Background: an optimization exercise with open tools, aiming at small area, a short achievable clock period and few clock cycles. Do not read the settings as production practice. The RTL was checked by simulation tests, not by an equivalence proof against the original design. Power is estimated from default activity; no workload was simulated.

$ cat design/flow/config.mk
export PLATFORM = sky130hd
export DESIGN_NAME = ambient_light_backlight_controller
export DESIGN_NICKNAME = ambient_light_backlight_controller
export VERILOG_FILES = /design/flow/design.v
export SDC_FILE = /design/flow/constraint.sdc
export NUM_CORES = 4
export LEC_CHECK = 0
export CAP_MARGIN = 20
export CORE_MARGIN = 2
export CORE_UTILIZATION = 40
export SLEW_MARGIN = 20
$ cat design/flow/constraint.sdc
create_clock -name core_clock -period 10.0 [get_ports {clock}]
set_input_delay 2.0000 -clock core_clock [delete_from_list [all_inputs] [get_ports {clock}]]
set_output_delay 2.0000 -clock core_clock [all_outputs]
set_load 0.01 [all_outputs]
$ cat design/flow/design.v
package als_pkg;
   localparam int LEVEL_W = 10;
   typedef enum logic [2:0] {
      CSR_ALPHA_UP        = 3'd0,
      CSR_ALPHA_DOWN      = 3'd1,
      CSR_CURVE_MIDPOINT  = 3'd2,
      CSR_HYSTERESIS_BAND = 3'd3,
      CSR_RAMP_SHIFT      = 3'd4,
      CSR_MIN_LEVEL       = 3'd5,
      CSR_MAX_LEVEL       = 3'd6
   } als_csr_type;
   localparam logic [7:0]  ALPHA_UP_RST   = 8'd77;
   localparam logic [7:0]  ALPHA_DOWN_RST = 8'd20;
   localparam logic [9:0]  MIDPOINT_RST   = 10'd50;
   localparam logic [5:0]  BAND_RST       = 6'd6;
   localparam logic [2:0]  SHIFT_RST      = 3'd3;
   localparam logic [9:0]  MIN_LEVEL_RST  = 10'd2;
   localparam logic [9:0]  MAX_LEVEL_RST  = 10'd510;
   localparam logic [7:0]  SLIDER_RST     = 8'd128;
   localparam logic [7:0]  SLIDER_FULL    = 8'd255;
   typedef struct packed {
      logic wr_en;
      logic clear;
      logic start;
   } als_win_ctl_type;
   function automatic logic [LEVEL_W-1:0] als_clamp(input logic signed [12:0] v,
                                                    input logic [LEVEL_W-1:0] lo,
                                                    input logic [LEVEL_W-1:0] hi);
      logic [LEVEL_W-1:0] r;
      if (v < $signed({3'b000, lo})) begin
         r = lo;
      end else if (v > $signed({3'b000, hi})) begin
         r = hi;
      end else begin
         r = v[LEVEL_W-1:0];
      end
      als_clamp = r;
   endfunction
endpackage
module als_div #(
   parameter int NUMW = 27,
   parameter int DENW = 18
) (
   input  logic            clock,
   input  logic            reset,
   input  logic            start,
   input  logic [NUMW-1:0] dividend,
   input  logic [DENW-1:0] divisor,
   output logic            busy,
   output logic            done,
   output logic [NUMW-1:0] quotient
);
   localparam int CNTW = $clog2(NUMW + 1);
   logic [NUMW-1:0] dvd_ff;
   logic [DENW-1:0] rem_ff;
   logic [DENW-1:0] dsr_ff;
   logic [CNTW-1:0] cnt_ff;
   logic            busy_ff;
   logic            done_ff;
   logic [DENW:0]   rem_sh;
   logic            fits;
   assign rem_sh = {rem_ff, dvd_ff[NUMW-1]};
   assign fits   = rem_sh >= {1'b0, dsr_ff};
   always_ff @(posedge clock) begin
      if (reset) begin
         busy_ff <= 1'b0;
         done_ff <= 1'b0;
         cnt_ff  <= '0;
      end else begin
         done_ff <= 1'b0;
         if (start) begin
            dvd_ff  <= dividend;
            dsr_ff  <= divisor;
            rem_ff  <= '0;
            cnt_ff  <= CNTW'(NUMW);
            busy_ff <= 1'b1;
         end else if (busy_ff) begin
            if (fits) begin
               rem_ff <= DENW'(rem_sh - {1'b0, dsr_ff});
            end else begin
               rem_ff <= rem_sh[DENW-1:0];
            end
            dvd_ff <= {dvd_ff[NUMW-2:0], fits};
            cnt_ff <= cnt_ff - 1'b1;
            if (cnt_ff == CNTW'(1)) begin
               busy_ff <= 1'b0;
               done_ff <= 1'b1;
            end
         end
      end
   end
   assign busy     = busy_ff;
   assign done     = done_ff;
   assign quotient = dvd_ff;
endmodule
module als_window #(
   parameter int WINDOW_SIZE = 5,
   parameter int LUX_BITS    = 16
) (
   input  logic                clock,
   input  logic                reset,
   input  als_pkg::als_win_ctl_type ctl,
   input  logic [LUX_BITS-1:0] wr_data,
   output logic                done,
   output logic [LUX_BITS-1:0] median
);
   localparam int CW = $clog2(WINDOW_SIZE + 1);
   localparam int IW = (WINDOW_SIZE > 1) ? $clog2(WINDOW_SIZE) : 1;
   typedef enum logic [2:0] {M_IDLE, M_LOAD, M_SCAN, M_NEXT, M_DONE} med_state_type;
   med_state_type       state_ff;
   logic [LUX_BITS-1:0] win_ff [WINDOW_SIZE];
   logic [CW-1:0]       count_ff;
   logic [CW-1:0]       index_ff;
   logic [CW-1:0]       i_ff;
   logic [CW-1:0]       j_ff;
   logic [CW-1:0]       rank_ff;
   logic [LUX_BITS-1:0] cand_ff;
   logic [LUX_BITS-1:0] lo_ff;
   logic [LUX_BITS-1:0] hi_ff;
   logic [CW-1:0]       rd_idx;
   logic [LUX_BITS-1:0] rd_val;
   logic [CW-1:0]       last_idx;
   logic [CW-1:0]       k_lo;
   logic [CW-1:0]       k_hi;
   logic                below;
   logic [LUX_BITS:0]   mid_sum;
   assign rd_idx   = (state_ff == M_LOAD) ? i_ff : j_ff;
   assign rd_val   = win_ff[rd_idx[IW-1:0]];
   assign last_idx = count_ff - 1'b1;
   assign k_lo     = last_idx >> 1;
   assign k_hi     = count_ff >> 1;
   assign below    = (rd_val < cand_ff) || ((rd_val == cand_ff) && (j_ff < i_ff));
   assign mid_sum  = {1'b0, lo_ff} + {1'b0, hi_ff};
   always_ff @(posedge clock) begin
      if (ctl.wr_en) begin
         win_ff[index_ff[IW-1:0]] <= wr_data;
      end
   end
   always_ff @(posedge clock) begin
      if (reset) begin
         state_ff <= M_IDLE;
         count_ff <= '0;
         index_ff <= '0;
      end else begin
         if (ctl.clear) begin
            count_ff <= '0;
            index_ff <= '0;
         end else if (ctl.wr_en) begin
            index_ff <= (index_ff == CW'(WINDOW_SIZE - 1)) ? '0 : index_ff + 1'b1;
            if (count_ff != CW'(WINDOW_SIZE)) begin
               count_ff <= count_ff + 1'b1;
            end
         end
         unique case (state_ff)
            M_IDLE: begin
               if (ctl.start) begin
                  i_ff <= '0;
                  if (count_ff == '0) begin
                     lo_ff    <= '0;
                     hi_ff    <= '0;
                     state_ff <= M_DONE;
                  end else begin
                     state_ff <= M_LOAD;
                  end
               end
            end
            M_LOAD: begin
               cand_ff  <= rd_val;
               j_ff     <= '0;
               rank_ff  <= '0;
               state_ff <= M_SCAN;
            end
            M_SCAN: begin
               if (below) begin
                  rank_ff <= rank_ff + 1'b1;
               end
               if (j_ff == last_idx) begin
                  state_ff <= M_NEXT;
               end else begin
                  j_ff <= j_ff + 1'b1;
               end
            end
            M_NEXT: begin
               if (rank_ff == k_lo) begin
                  lo_ff <= cand_ff;
               end
               if (rank_ff == k_hi) begin
                  hi_ff <= cand_ff;
               end
               if (i_ff == last_idx) begin
                  state_ff <= M_DONE;
               end else begin
                  i_ff     <= i_ff + 1'b1;
                  state_ff <= M_LOAD;
               end
            end
            M_DONE: begin
               state_ff <= M_IDLE;
            end
            default: begin
               state_ff <= M_IDLE;
            end
         endcase
      end
   end
   assign done   = (state_ff == M_DONE);
   assign median = mid_sum[LUX_BITS:1];
endmodule
module ambient_light_backlight_controller #(
   parameter int WINDOW_SIZE = 5,
   parameter int LUX_BITS    = 16
) (
   input  logic       clock,
   input  logic       reset,
   input  logic        req_valid,
   output logic        req_ready,
   input  logic        req_kind,
   input  logic [15:0] req_lux_sample,
   input  logic        req_auto_mode,
   input  logic        req_slider_valid,
   input  logic [7:0]  req_slider_level,
   output logic        rsp_valid,
   input  logic        rsp_ready,
   output logic [9:0]  rsp_backlight_level,
   output logic        rsp_level_written,
   output logic [9:0]  rsp_target_level,
   output logic [15:0] rsp_filtered_lux,
   input  logic       csr_wr_en,
   input  logic [2:0] csr_index,
   input  logic [9:0] csr_wr_data
);
   localparam int FW   = LUX_BITS + 8;            
   localparam int FX_W = LUX_BITS + 1;            
   localparam int NUMW = FX_W + als_pkg::LEVEL_W;          
   localparam int DENW = FX_W + 1;                
   localparam int EXT_W = (LUX_BITS > 16 ? LUX_BITS : 16) + 1;
   localparam int FXE  = (FX_W > 17) ? FX_W : 17;
   typedef enum logic [3:0] {
      S_IDLE, S_MED_GO, S_MED_WAIT, S_EMA, S_EMA_MUL, S_EMA_UPD, S_FLUX, S_CURVE,
      S_CURVE_WAIT, S_SLIDE, S_SMAP_GO, S_SMAP_WAIT, S_SMAP_DONE, S_TARGET, S_RAMP,
      S_OUT
   } seq_state_type;
   logic [7:0]  alpha_up_ff, alpha_down_ff;
   logic [9:0]  midpoint_ff;
   logic [5:0]  band_ff;
   logic [2:0]  shift_ff;
   logic [9:0]  min_ff, max_ff;
   seq_state_type       state_ff;
   logic                mode_ff;
   logic                sv_ff;
   logic [7:0]          sw_ff;
   logic [7:0]          manual_ff;
   logic                last_mode_ff, last_mode_valid_ff;
   logic [FW-1:0]       filt_ff;
   logic                filt_valid_ff;
   logic                up_ff;
   logic [FW-1:0]       diff_ff;
   logic [FW+7:0]       prod_ff;
   logic [LUX_BITS-1:0] med_ff;
   logic [FX_W-1:0]     flux_ff;
   logic [9:0]          auto_ff;
   logic signed [10:0]  offset_ff;
   logic [7:0]          last_slider_ff;
   logic                last_slider_valid_ff;
   logic [9:0]          smap_ff;
   logic                neg_ff;
   logic [9:0]          goal_ff;
   logic                goal_valid_ff;
   logic [9:0]          cur_ff;
   logic                cur_valid_ff;
   logic                written_ff;
   logic                rsp_valid_ff;
   logic [9:0]          rsp_level_ff;
   logic                rsp_written_ff;
   logic [9:0]          rsp_target_ff;
   logic [15:0]         rsp_flux_ff;
   logic                req_fire;
   logic                mode_change;
   logic [EXT_W-1:0]    lux_ext;
   logic [EXT_W-1:0]    lux_max_ext;
   logic [LUX_BITS-1:0] lux_sat;
   als_pkg::als_win_ctl_type     win_ctl;
   logic                med_done;
   logic [LUX_BITS-1:0] med_val;
   logic                div_start;
   logic [NUMW-1:0]     div_dvd;
   logic [DENW-1:0]     div_dsr;
   logic                div_busy;
   logic                div_done;
   logic [NUMW-1:0]     div_quot;
   logic [FW-1:0]       med_q;
   logic [7:0]          alpha_sel;
   logic [FW+7:0]       ema_prod;
   logic [FW-1:0]       ema_step;
   logic [FW:0]         filt_round;
   logic [NUMW-1:0]     curve_num;
   logic [DENW-1:0]     curve_den;
   logic signed [10:0]  lvl_span;
   logic [9:0]          span_abs;
   logic [17:0]         slider_prod;
   logic [9:0]          smap_q;
   logic [10:0]         smap_calc;
   logic signed [10:0]  off_calc;
   logic signed [12:0]  tgt_sum;
   logic [9:0]          tgt;
   logic [9:0]          tgt_dist;
   logic [9:0]          ramp_dist;
   logic [9:0]          ramp_raw;
   logic [9:0]          ramp_step;
   logic [FXE-1:0]      flux_ext;
   logic [15:0]         flux_out;
   logic                offset_capture;
   assign req_ready = (state_ff == S_IDLE) && !reset;
   assign req_fire       = req_valid && req_ready;
   assign mode_change    = !last_mode_valid_ff || (req_auto_mode != last_mode_ff);
   assign lux_ext     = EXT_W'(req_lux_sample);
   assign lux_max_ext = EXT_W'((64'd1 << LUX_BITS) - 64'd1);
   assign lux_sat     = (lux_ext > lux_max_ext) ? lux_max_ext[LUX_BITS-1:0]
                                                : lux_ext[LUX_BITS-1:0];
   assign win_ctl.wr_en = req_fire && !req_kind;
   assign win_ctl.clear = req_fire && req_kind && mode_change;
   assign win_ctl.start = (state_ff == S_MED_GO);
   als_window #(.WINDOW_SIZE(WINDOW_SIZE), .LUX_BITS(LUX_BITS)) u_window (
      .clock   (clock),
      .reset   (reset),
      .ctl     (win_ctl),
      .wr_data (lux_sat),
      .done    (med_done),
      .median  (med_val)
   );
   assign med_q      = {med_ff, 8'h00};
   assign alpha_sel  = up_ff ? alpha_up_ff : alpha_down_ff;
   assign ema_prod   = diff_ff * alpha_sel;
   assign ema_step   = prod_ff[FW+7:8];
   assign filt_round = {1'b0, filt_ff} + (FW+1)'(128);
   assign curve_num = flux_ff * max_ff;
   assign curve_den = {1'b0, flux_ff} + DENW'(midpoint_ff);
   assign lvl_span    = $signed({1'b0, max_ff}) - $signed({1'b0, min_ff});
   assign span_abs    = lvl_span[10] ? 10'(-lvl_span) : lvl_span[9:0];
   assign slider_prod = sw_ff * span_abs;
   assign smap_q      = div_quot[9:0];
   assign smap_calc   = neg_ff ? ({1'b0, min_ff} - {1'b0, smap_q})
                               : ({1'b0, min_ff} + {1'b0, smap_q});
   always_comb begin
      div_start = 1'b0;
      div_dvd   = NUMW'(slider_prod);
      div_dsr   = DENW'(als_pkg::SLIDER_FULL);
      if (state_ff == S_CURVE) begin
         div_start = (flux_ff != '0);
         div_dvd   = curve_num;
         div_dsr   = curve_den;
      end else if (state_ff == S_SMAP_GO) begin
         div_start = (sw_ff != als_pkg::SLIDER_FULL) && (sw_ff != 8'h00);
      end
   end
   als_div #(.NUMW(NUMW), .DENW(DENW)) u_div (
      .clock    (clock),
      .reset    (reset),
      .start    (div_start),
      .dividend (div_dvd),
      .divisor  (div_dsr),
      .busy     (div_busy),
      .done     (div_done),
      .quotient (div_quot)
   );
   assign off_calc  = $signed({1'b0, smap_ff}) - $signed({1'b0, auto_ff});
   assign tgt_sum   = $signed({3'b000, auto_ff}) + {{2{offset_ff[10]}}, offset_ff};
   assign tgt       = als_pkg::als_clamp(tgt_sum, min_ff, max_ff);
   assign tgt_dist  = (tgt > goal_ff) ? (tgt - goal_ff) : (goal_ff - tgt);
   assign ramp_dist = (goal_ff > cur_ff) ? (goal_ff - cur_ff) : (cur_ff - goal_ff);
   assign ramp_raw  = ramp_dist >> shift_ff;
   assign ramp_step = (ramp_raw == '0) ? 10'd1 : ramp_raw;
   assign offset_capture = sv_ff && last_slider_valid_ff && (sw_ff != last_slider_ff);
   assign flux_ext = FXE'(flux_ff);
   assign flux_out = (flux_ext > FXE'(16'hFFFF)) ? 16'hFFFF : flux_ext[15:0];
   always_ff @(posedge clock) begin
      if (reset) begin
         alpha_up_ff   <= als_pkg::ALPHA_UP_RST;
         alpha_down_ff <= als_pkg::ALPHA_DOWN_RST;
         midpoint_ff   <= als_pkg::MIDPOINT_RST;
         band_ff       <= als_pkg::BAND_RST;
         shift_ff      <= als_pkg::SHIFT_RST;
         min_ff        <= als_pkg::MIN_LEVEL_RST;
         max_ff        <= als_pkg::MAX_LEVEL_RST;
      end else if (csr_wr_en) begin
         unique case (csr_index)
            als_pkg::CSR_ALPHA_UP:        alpha_up_ff   <= csr_wr_data[7:0];
            als_pkg::CSR_ALPHA_DOWN:      alpha_down_ff <= csr_wr_data[7:0];
            als_pkg::CSR_CURVE_MIDPOINT:  midpoint_ff   <= csr_wr_data;
            als_pkg::CSR_HYSTERESIS_BAND: band_ff       <= csr_wr_data[5:0];
            als_pkg::CSR_RAMP_SHIFT:      shift_ff      <= csr_wr_data[2:0];
            als_pkg::CSR_MIN_LEVEL:       min_ff        <= csr_wr_data;
            als_pkg::CSR_MAX_LEVEL:       max_ff        <= csr_wr_data;
            default: begin
            end
         endcase
      end
   end
   always_ff @(posedge clock) begin
      if (reset) begin
         state_ff             <= S_IDLE;
         manual_ff            <= als_pkg::SLIDER_RST;
         last_mode_valid_ff   <= 1'b0;
         filt_valid_ff        <= 1'b0;
         filt_ff              <= '0;
         offset_ff            <= '0;
         last_slider_valid_ff <= 1'b0;
         goal_valid_ff        <= 1'b0;
         cur_valid_ff         <= 1'b0;
         rsp_valid_ff         <= 1'b0;
      end else begin
         if (rsp_valid_ff && rsp_ready && (state_ff != S_OUT)) begin
            rsp_valid_ff <= 1'b0;
         end
         unique case (state_ff)
            S_IDLE: begin
               if (req_fire && req_kind) begin
                  written_ff <= 1'b0;
                  mode_ff    <= req_auto_mode;
                  sv_ff      <= req_slider_valid;
                  if (req_auto_mode || req_slider_valid) begin
                     sw_ff <= req_slider_level;
                  end else begin
                     sw_ff <= manual_ff;
                  end
                  if (!req_auto_mode && req_slider_valid) begin
                     manual_ff <= req_slider_level;
                  end
                  if (mode_change) begin
                     last_mode_ff         <= req_auto_mode;
                     last_mode_valid_ff   <= 1'b1;
                     filt_valid_ff        <= 1'b0;
                     filt_ff              <= '0;
                     goal_valid_ff        <= 1'b0;
                     offset_ff            <= '0;
                     last_slider_valid_ff <= 1'b0;
                  end
                  state_ff <= req_auto_mode ? S_MED_GO : S_SMAP_GO;
               end
            end
            S_MED_GO: begin
               state_ff <= S_MED_WAIT;
            end
            S_MED_WAIT: begin
               if (med_done) begin
                  med_ff   <= med_val;
                  state_ff <= S_EMA;
               end
            end
            S_EMA: begin
               if (!filt_valid_ff) begin
                  filt_ff       <= med_q;
                  filt_valid_ff <= 1'b1;
                  state_ff      <= S_FLUX;
               end else begin
                  up_ff    <= (med_q > filt_ff);
                  diff_ff  <= (med_q > filt_ff) ? (med_q - filt_ff) : (filt_ff - med_q);
                  state_ff <= S_EMA_MUL;
               end
            end
            S_EMA_MUL: begin
               prod_ff  <= ema_prod;
               state_ff <= S_EMA_UPD;
            end
            S_EMA_UPD: begin
               filt_ff  <= up_ff ? (filt_ff + ema_step) : (filt_ff - ema_step);
               state_ff <= S_FLUX;
            end
            S_FLUX: begin
               flux_ff  <= filt_round[FW:8];
               state_ff <= S_CURVE;
            end
            S_CURVE: begin
               if (flux_ff == '0) begin
                  auto_ff  <= min_ff;
                  state_ff <= S_SLIDE;
               end else begin
                  state_ff <= S_CURVE_WAIT;
               end
            end
            S_CURVE_WAIT: begin
               if (div_done) begin
                  auto_ff  <= als_pkg::als_clamp({3'b000, div_quot[9:0]}, min_ff, max_ff);
                  state_ff <= S_SLIDE;
               end
            end
            S_SLIDE: begin
               if (sv_ff) begin
                  last_slider_ff       <= sw_ff;
                  last_slider_valid_ff <= 1'b1;
               end
               state_ff <= offset_capture ? S_SMAP_GO : S_TARGET;
            end
            S_SMAP_GO: begin
               neg_ff <= lvl_span[10];
               if (sw_ff == als_pkg::SLIDER_FULL) begin
                  smap_ff  <= max_ff;
                  state_ff <= S_SMAP_DONE;
               end else if (sw_ff == 8'h00) begin
                  smap_ff  <= min_ff;
                  state_ff <= S_SMAP_DONE;
               end else begin
                  state_ff <= S_SMAP_WAIT;
               end
            end
            S_SMAP_WAIT: begin
               if (div_done) begin
                  smap_ff  <= smap_calc[9:0];
                  state_ff <= S_SMAP_DONE;
               end
            end
            S_SMAP_DONE: begin
               if (mode_ff) begin
                  offset_ff <= off_calc;
                  state_ff  <= S_TARGET;
               end else begin
                  written_ff   <= !cur_valid_ff || (cur_ff != smap_ff);
                  cur_ff       <= smap_ff;
                  cur_valid_ff <= 1'b1;
                  state_ff     <= S_OUT;
               end
            end
            S_TARGET: begin
               if (!goal_valid_ff || (tgt_dist > {4'b0000, band_ff})) begin
                  goal_ff <= tgt;
               end
               goal_valid_ff <= 1'b1;
               state_ff      <= S_RAMP;
            end
            S_RAMP: begin
               if (!cur_valid_ff) begin
                  cur_ff       <= goal_ff;
                  cur_valid_ff <= 1'b1;
                  written_ff   <= 1'b1;
               end else if (cur_ff != goal_ff) begin
                  cur_ff     <= (goal_ff > cur_ff) ? (cur_ff + ramp_step)
                                                   : (cur_ff - ramp_step);
                  written_ff <= 1'b1;
               end
               state_ff <= S_OUT;
            end
            S_OUT: begin
               if (!rsp_valid_ff || rsp_ready) begin
                  rsp_valid_ff   <= 1'b1;
                  rsp_level_ff   <= cur_ff;
                  rsp_written_ff <= written_ff;
                  rsp_target_ff  <= mode_ff ? goal_ff : smap_ff;
                  rsp_flux_ff    <= mode_ff ? flux_out : 16'h0000;
                  state_ff       <= S_IDLE;
               end
            end
            default: begin
               state_ff <= S_IDLE;
            end
         endcase
      end
   end
   assign rsp_valid           = rsp_valid_ff;
   assign rsp_backlight_level = rsp_level_ff;
   assign rsp_level_written   = rsp_written_ff;
   assign rsp_target_level    = rsp_target_ff;
   assign rsp_filtered_lux    = rsp_flux_ff;
endmodule
$ cat design/flow/run.sh
#!/bin/bash
# synth_recipe.tcl (not shown) runs the flow's synth.tcl, then flattens the netlist and writes it again
# the make line also repeats each setting of config.mk as NAME=value (left out here)
make -C /OpenROAD-flow-scripts/flow DESIGN_CONFIG=/design/flow/config.mk WORK_HOME=/design/flow/orfs CLKGATE_MAP_FILE= SYNTH_SCRIPT=/design/flow/synth_recipe.tcl finish
==> run summary <==
## cell families (layout without fill, tap and decap cells)
family          count (synthesis)  in the layout
simple gates                 1499           1499
compound gates                804            804
fa+ha+maj                     723            723
buf+inv                       692            764
flops                         504            504
xor+xnor                      265            265
mux                           137            137
## state kept, by name (all words and copies together) (netlist names), 17 cells and up
| signal | flops |
|---|---|
| u_div.dsr_ff | 18 |
| diff_ff | 24 |
| u_window.win_ff | 80 |
| filt_ff | 24 |
| flux_ff | 17 |
| u_div.rem_ff | 18 |
| prod_ff | 24 |
| u_div.dvd_ff | 27 |
## synth_stat cells (all sizes together) (44+ instances only)
library cell | count | area (sq um)
ha | 411 | 5142
mux2i | 76 | 760.7
fa | 312 | 6246
inv | 515 | 1933
nand3 | 89 | 450.4
a21o | 83 | 623.1
o21ai | 188 | 940.9
nor2b | 127 | 794.5
dfxtp | 124 | 2482
mux2 | 44 | 495.5
edfxtp | 380 | 11410
a21oi | 263 | 1320
nand2b | 56 | 350.3
and2 | 130 | 815.8
nor2 | 326 | 1226
nand2 | 558 | 2095
xor2 | 100 | 875.8
xnor2 | 165 | 1445
clkbuf | 146 | 548.0
nor3 | 67 | 340.3
## power groups by stage
| stage | registers, mW | clock network (mW) | logic, mW |
|---|---|---|---|
| detailed placement | 2.49 | 0 | 2.71 |
| global route | 2.46 | 2.33 | 3.11 |
| finish | 2.45 | 2.20 | 2.73 |
| floorplan | 2.44 | 0 | 2.10 |
| global placement | 2.49 | 0 | 2.70 |
| CTS | 2.45 | 2.26 | 2.74 |
## critical path, delay by kind of cell, from the launching register on
kind                     cells  cell delay [ns]
buffers and inverters        3             0.32
adder cells (fa/ha/maj)      7             2.92
AO/OA/AOI/OAI               16             3.48
XOR/XNOR                     2             0.90
AND/OR/NAND/NOR              4             0.48
flip-flops                   1             0.55
## through the flow
step | cell area (sq um) | setup WS [ns] | power [mW] | hold WS (ns) | util, %
6_report | 48430 | 1.090 | 7.382 | 0.4417 | 44.43
4_1_cts | 48390 | 1.135 | 7.450 | 0.4412 | 44.39
3_5_place_dp | 46410 | 1.168 | 5.203 | 0.4223 | 42.57
5_1_grt | 48430 | 0.2159 | 7.910 | 0.4459 | 44.43
3_3_place_gp | 46410 | 1.344 | 5.192 | 0.4290 | 42.57
2_1_floorplan | 44010 | 2.154 | 4.545 | 0.4003 | -
## final timing paths
check,start,endpoint,depth (start not counted)
setup / recovery,max_ff[0],u_div.dvd_ff[17],32
hold / removal,written_ff,rsp_written_ff,0
setup reg to reg,max_ff[0],u_div.dvd_ff[17],32
hold reg to reg,written_ff,rsp_written_ff,0
## routing by layer
metal	vias up	routed length, um	global-route usage, %
li1	15700	-	-
met1	16140	54300	29.51
met2	798	53680	33.96
met3	167	6157	2.737
met4	0	2850	5.381
met5	-	0	0
## area by class of cell
| cell class | count | area [sq um] | share of cell area [%] |
|---|---|---|---|
| multi-input combinational | 3428 | 27600 | 56.99 |
| clock inverter | 38 | 449.2 | 0.9275 |
| tap | 1414 | 1769 | 3.653 |
| sequential | 504 | 13890 | 28.69 |
| inverter | 518 | 1944 | 4.015 |
| timing repair buffer | 135 | 1246 | 2.573 |
| clock buffer | 73 | 1529 | 3.157 |
==> flow_summary.json <==
{
  "synth_fa_ha_area_share_pct": 25.88,
  "grt_max_degree": 61,
  "grt_overflow": 0,
  "power.density_nw_per_um2": 152.4,
  "cts_hold_buf": 0,
  "final_common_cell": "nand2_1",
  "worstHoldPathType": "reg2reg",
  "syn_to_final_growth_pct": 10.05,
  "track_usage_pct": 20.95,
  "power_frac_seq_pct": 33.2,
  "wl_um": 117000,
  "placed_cells": 5997,
  "worstPathMaxFanout": 22,
  "slew_viol_final": 0,
  "antenna_cells": 0,
  "power_frac_clock_pct": 29.8,
  "muxShareOfSynthArea_pct": 3.724,
  "synth_edf_count": 380,
  "endpoint_kind": "flop",
  "start_kind": "flop",
  "rows": 121,
  "drv_cap": 0,
  "skew_ns": 0.05931,
  "grt_pass1_vias": 32880,
  "die_h_um": 335.7,
  "cts_buffers": 59,
  "dieArea_sq_um": 112700,
  "place_congestion": 0.9151,
  "grt_setup_unrepaired": "no",
  "synth_compound_area_share_pct": 11.40,
  "drt_pass1_iterations": 6,
  "required_ns": 10.40,
  "wire_per_inst_um": 19.15,
  "ir_worst_vdd_mv": 0.1390,
  "clockBufferDepth": 3,
  "ys_types": 89,
  "tns_ns": 0,
  "cts_resized": 0,
  "ys_seq_area_share_pct": 31.57,
  "min_period_ns": 8.910,
  "p_sw_mw": 2.575,
  "cts-htree-levels": 2,
  "ant_nets": 0,
  "grt_pass1_wl_um": 185800,
  "clkLatencyLatePin_ns": 0.70,
  "hold_violations": 0,
  "drc": 0,
  "antenna_found_initial": 2,
  "initial_core_util_pct": 40.37,
  "synth_fp_nets": 5392,
  "period_share_pct": 89.10,
  "cts_tree": "yes",
  "drive_gt1_share_pct": 5.302,
  "synth_xor_area_share_pct": 5.274,
  "drtIter0Drc": 2380,
  "power.internal_mw": 4.807,
  "cp_slowest_stage_delay_ns": 0.76,
  "cts-root-buf": "clkbuf_16",
  "clkSlewWorstSetupHoldPaths_ns": 0.06,
  "p_leak_nw": 20.72,
  "synthCells": 4624,
  "switching_share_pct": 34.88,
  "io_pins": 84,
  "setup_violations": 0,
  "postSynthAreaPerCell_sq_um": 9.518,
  "synthArstFlopShare_pct": 0,
  "die_w_um": 335.7,
  "power_frac_comb_pct": 37.0,
  "synth-simple-area-share_pct": 16.18,
  "final_nets": 5414,
  "clock.fmax_mhz": 112.2,
  "cpMaxStageDelayCell": "xnor2_1",
  "arrival_ns": 9.31,
  "ys_ff_latch": 504,
  "core_sq_um": 109000,
  "synth_top_flop_cell": "edfxtp_1",
  "cts_setup_buffers": 0,
  "synth_top_family_by_area": "adder cells",
  "ff2ff_setup_slack_ns": 1.09,
  "stdcell_count": 6110,
  "slew_headroom_pct": 25.70,
  "cts.sinks": 504,
  "yosysWarnings": 3,
  "worst-setup-path-type": "reg2reg",
  "vias": 32810,
  "final_cell_mix": "nand2_1, inv_1, ha_1, edfxtp_1, nor2_1",
  "status": "no timing/DRC/antenna violations",
  "worstMarginPinSlew_ns": 1.086,
  "viasPerCell": 5.369,
  "io_buffers": 83,
  "synth_area_sq_um": 44010,
  "dp_hpwl_um": 87640,
  "n_fill_cell": 10580
}
Testbench counts, summed over its fixed seeds: cycles 76,204.

==> afterwards: timing with drivers on the ports <==
The flow's constraints put no driver on any port. The routed layout listed below was extracted and timed again, unchanged, in two steps.
Step 1 sets driving cells, clkbuf_16 on the clock port and buf_2 on the other inputs (assumed; they add their load-dependent delay and slew).
Step 2, shift: input delay + t, output delay - t, t = (earliest + latest rising clock arrival at the registers) / 2. This alone moves slack from input paths to output paths.
a / b / c = ideal ports / drivers / drivers and shift; a / b = the first two.
shift t [ns]: 0.732
setup slack, ns: 1.090 / 1.090 / 1.090
hold WS [ns]: 0.442 / 0.442 / 0.442
latest minus earliest clock arrival (ns): 0.060 / 0.060
worst register clock-pin slew, ns: 0.07 / 0.07
After both steps setup and hold are still met in this run. For this run, drivers alone change the setup slack by 0.000 ns; drivers and shift together by 0.000 ns.
